Source: an optimization exercise on an open RTL-to-GDS flow (aim: small area). Production flows keep margins and buffers that such runs may drop. Function was checked by simulation only, so behaviour that the tests miss may differ from the original. Power is estimated from default activity; no workload was simulated.

==> flow/design.v (excerpt) <==
module tower_defense_top (
    input  logic       clk,
    input  logic       reset_i,
    input  logic       visible_i,
    input  video_pkg::coord_t     x_i,
    input  video_pkg::coord_t     y_i,
    input  logic       btn_up_i,
    input  logic       btn_down_i,
    input  logic       btn_left_i,
    input  logic       btn_right_i,
    input  logic       btn_center_i,
    output video_pkg::rgb_t       pixel_o,
    output logic [3:0] lives_o
);
    game_pkg::press_t                   press;
    logic [9:0]               cur_x;
    logic [9:0]               cur_y;
    game_pkg::game_state_e              state;
    logic                     new_game;
    logic                     escape;
    logic [4:0]               pos;
    logic [4:0]               spawn_cnt;
    logic [6:0]               wrap;
    player_input player_input_inst (
        .clk          (clk),
        .reset_i      (reset_i),
        .x_i          (x_i),
        .y_i          (y_i),
        .btn_up_i     (btn_up_i),
        .btn_down_i   (btn_down_i),
        .btn_left_i   (btn_left_i),
        .btn_right_i  (btn_right_i),
        .btn_center_i (btn_center_i),
        .state_i      (state),
        .new_game_i   (new_game),
        .press_o      (press),
        .cur_x_o      (cur_x),
        .cur_y_o      (cur_y)
    );
    game_flow game_flow_inst (
        .clk        (clk),
        .reset_i    (reset_i),
        .center_i   (press.center),
        .escape_i   (escape),
        .state_o    (state),
        .lives_o    (lives_o),
        .new_game_o (new_game)
    );
    wave_engine wave_engine_inst (
        .clk         (clk),
        .reset_i     (reset_i),
        .state_i     (state),
        .new_game_i  (new_game),
        .pos_o       (pos),
        .spawn_cnt_o (spawn_cnt),
        .wrap_o      (wrap),
        .escape_o    (escape)
    );
    scene_render scene_render_inst (
        .x_i         (x_i),
        .y_i         (y_i),
  ...
clock: 12.0 ns
lec_check: 0
abc_area: 1
cap_margin: 0
core_margin: 2
core_utilization: 62
cts_buf_list: sky130_fd_sc_hd__clkbuf_8
gpl_timing_driven: 0
setup_slack_margin: 0.0
slew_margin: 0
standard.sh (not shown) runs the stock make flow with config.mk's settings and CLKGATE_MAP_FILE= SYNTH_SCRIPT=/design/flow/synth_recipe.tcl, a recipe that flattens the netlist after the stock synthesis.
==> flow/flow/run.sh <==
#!/bin/bash
# Standard layout, with the smallest buffer on every input and output port
# instead of the delay cell buffer_ports picks by default.
set -euo pipefail
bash standard.sh 'BUFFER_PORTS_ARGS=-buffer_cell sky130_fd_sc_hd__buf_1' finish > standard_flow.log 2>&1
Then changed:
--- a/flow/design.v
+++ b/flow/design.v
@@ -246,13 +246,13 @@
     logic [1:0]  ksel;
     logic [7:0]  csel;
     logic        corner;
     logic        sx, sy;
     logic [4:0]  khb;
     logic        seg6end;
-    logic [4:0]  hb;
+    logic [4:0]  nhb;
     logic [4:0]  hx, hy;
     logic [4:0]  ar;
     logic        borrow;
     logic [5:0]  zax, zay;
     logic        zcx, zcy;
     logic [4:0]  xrx, xry;
@@ -319,17 +319,17 @@
             3'd1: begin sx = 1'b0; sy = 1'b0; khb = 5'(15 - 507 - 307); end
             3'd2: begin sx = 1'b1; sy = 1'b0; khb = 5'(15 + 133 - 307 + 1); end
             3'd3: begin sx = 1'b1; sy = 1'b1; khb = 5'(15 + 133 + 177 + 2); end
             3'd4: begin sx = 1'b0; sy = 1'b1; khb = 5'(15 - 387 + 177 + 1); end
             default: begin sx = 1'b0; sy = 1'b0; khb = 5'(15 - 387 - 407); end
         endcase
-        hx = 5'(sx ? ~x_i[4:0] : x_i[4:0]);
-        hy = 5'(sy ? ~y_i[4:0] : y_i[4:0]);
-        if (corner)       hb = 5'(game_pkg::radd(12'(game_pkg::radd(12'(hx), 12'(hy), 1'b0)), 12'(khb), 1'b0));
-        else if (seg6end) hb = 5'(game_pkg::radd(12'(~x_i[4:0]), 12'd23, 1'b0));    
-        else              hb = 5'd15;
+        hx = 5'(sx ? x_i[4:0] : ~x_i[4:0]);
+        hy = 5'(sy ? y_i[4:0] : ~y_i[4:0]);
+        if (corner)       nhb = 5'(game_pkg::radd(12'(game_pkg::radd(12'(hx), 12'(hy), 1'b0)), 12'(5'(33 - khb)), 1'b0));
+        else if (seg6end) nhb = 5'(game_pkg::radd(12'(x_i[4:0]), 12'd9, 1'b0));    
+        else              nhb = ~5'd15;
         ar     = ar_i[ksel*5 +: 5];
         borrow = borrow_i[ksel];
         zax = {1'b0, x_i[9:5]} + {1'b0, x_i[4:0]};
         zcx = zax[5] || (zax[4:0] == 5'd31);
         xrx = zcx ? 5'(game_pkg::radd(12'(zax[4:0]), 12'd1, 1'b0)) : zax[4:0];
         xqx = 6'(game_pkg::radd(12'(x_i[9:5]), 12'd0, zcx));
@@ -347,23 +347,23 @@
         xq2 = dneg ? {2'b00, xq} : ~{2'b00, xq};
         mm  = pp + xq2 + {7'd0, !cy};
         ex    = (mm[7:4] == 4'b0000) || (mm[7:3] == 5'b01001) || (mm[7:3] == 5'b01010);
         slot  = {mm[3] ^ mm[6], mm[2:0]};
         moved = !game_pkg::rge(12'(slot), 12'(pos_i));
         tneg  = first && borrow && (xq == 6'd0) && !cy;
-        dlo = 6'(game_pkg::radd(12'(r), ~(12'(hb)), 1'b1));
+        dlo = 6'(game_pkg::radd(12'(r), 12'(nhb), 1'b1));
         hit_o = valid && !tneg && ex &&
-                (moved ? (!dlo[5] && dlo != 6'd0) : (!dlo[5] && r != 5'd30));
+                (moved ? (dlo[5] && dlo[4:0] != 5'd0) : (dlo[5] && r != 5'd30));
     end
 endmodule
 module scene_render (
     input  video_pkg::coord_t     x_i,
     input  video_pkg::coord_t     y_i,
     input  logic                  visible_i,
     input  game_pkg::game_state_e state_i,
-    input  logic [9:0]            cur_x_i,
+    input  logic [9:0]            cur_x_i,    
     input  logic [9:0]            cur_y_i,
     input  logic [4:0]            pos_i,
     input  logic [4:0]            spawn_cnt_i,
     input  logic [6:0]            wrap_i,
     output video_pkg::rgb_t       pixel_o
 );
@@ -390,19 +390,19 @@
                    (inr(py, 10'd294, 10'd320) && inr(px, 10'd120, 10'd520)) ||
                    (inr(px, 10'd120, 10'd146) && inr(py, 10'd164, 10'd320)) ||
                    (inr(py, 10'd164, 10'd190) && inr(px, 10'd120, 10'd400)) ||
                    (inr(px, 10'd374, 10'd400) && inr(py, 10'd164, 10'd420)) ||
                    (inr(py, 10'd394, 10'd420) && inr(px, 10'd0,   10'd400));
     endfunction
-    function automatic logic mult26(input logic [9:0] c);
+    function automatic logic mult26(input logic [9:0] c, input int n);
         mult26 = 1'b0;
-        for (int k = 0; k < 25; k++) begin
+        for (int k = 0; k < n; k++) begin
             if (c == 10'(26 * k)) mult26 = 1'b1;
         end
     endfunction
-    assign on_grid = mult26(x_i) || mult26(y_i);
+    assign on_grid = mult26(x_i, 25) || mult26(y_i, 19);
     assign on_path = path_hit(x_i, y_i);
     assign cx7 = cur_x_i;
     assign cy7 = cur_y_i;
     assign dx  = 10'(game_pkg::radd(12'(x_i), ~(12'(cx7)), 1'b1));
     assign dy  = 10'(game_pkg::radd(12'(y_i), ~(12'(cy7)), 1'b1));
     assign on_cursor = ((dy == 10'd5 || dy == 10'd6) && !ge(dx, 10'd12)) ||
What happened: Hold slack improved by 0.010 ns; routed wire length goes down slightly; critical path depth went up by 6; final area shrinks slightly; setup slack improves by 0.042 ns; synthesized cell count barely changes; global-route usage falls by 0.90 points; cell count came out lower slightly; via count rose slightly; register-to-register slack gets better by 0.06 ns; power goes down slightly; sequential power stays flat; utilization came out lower by 0.13 points; clock skew rises by 0.0061 ns.

-- static timing again, ports no longer ideal --
In the flow no input, the clock included, has a driving cell. The finished layouts below were timed again as built, in two steps.
Step 1 assumes that a clkbuf_16 drives the clock port and a buf_2 every other input.
Step 2 times the ports against the registers' clock, not the clock port: input delays grow and output delays shrink by t, the midpoint of the rising clock arrivals with the driver on.
a / b / c = ideal ports / drivers / drivers and shift; a / b = the first two.
| run | shift t [ns] | setup slack, ns | worst register clock-pin slew, ns | worst slew at a driven data input, ns | cell pins on the clock port's net |
|---|---|---|---|---|---|
| the first run | 0.346 | 0.362 / 0.338 / 0.338 | 0.09 / 0.09 | 0.06 | 1 |
| the second run | 0.352 | 0.404 / 0.381 / 0.381 | 0.11 / 0.11 | 0.04 | 1 |
After both steps every run listed still meets setup and hold. For the first run, which loses most, drivers alone change the setup slack by -0.024 ns; drivers and shift together by -0.024 ns.
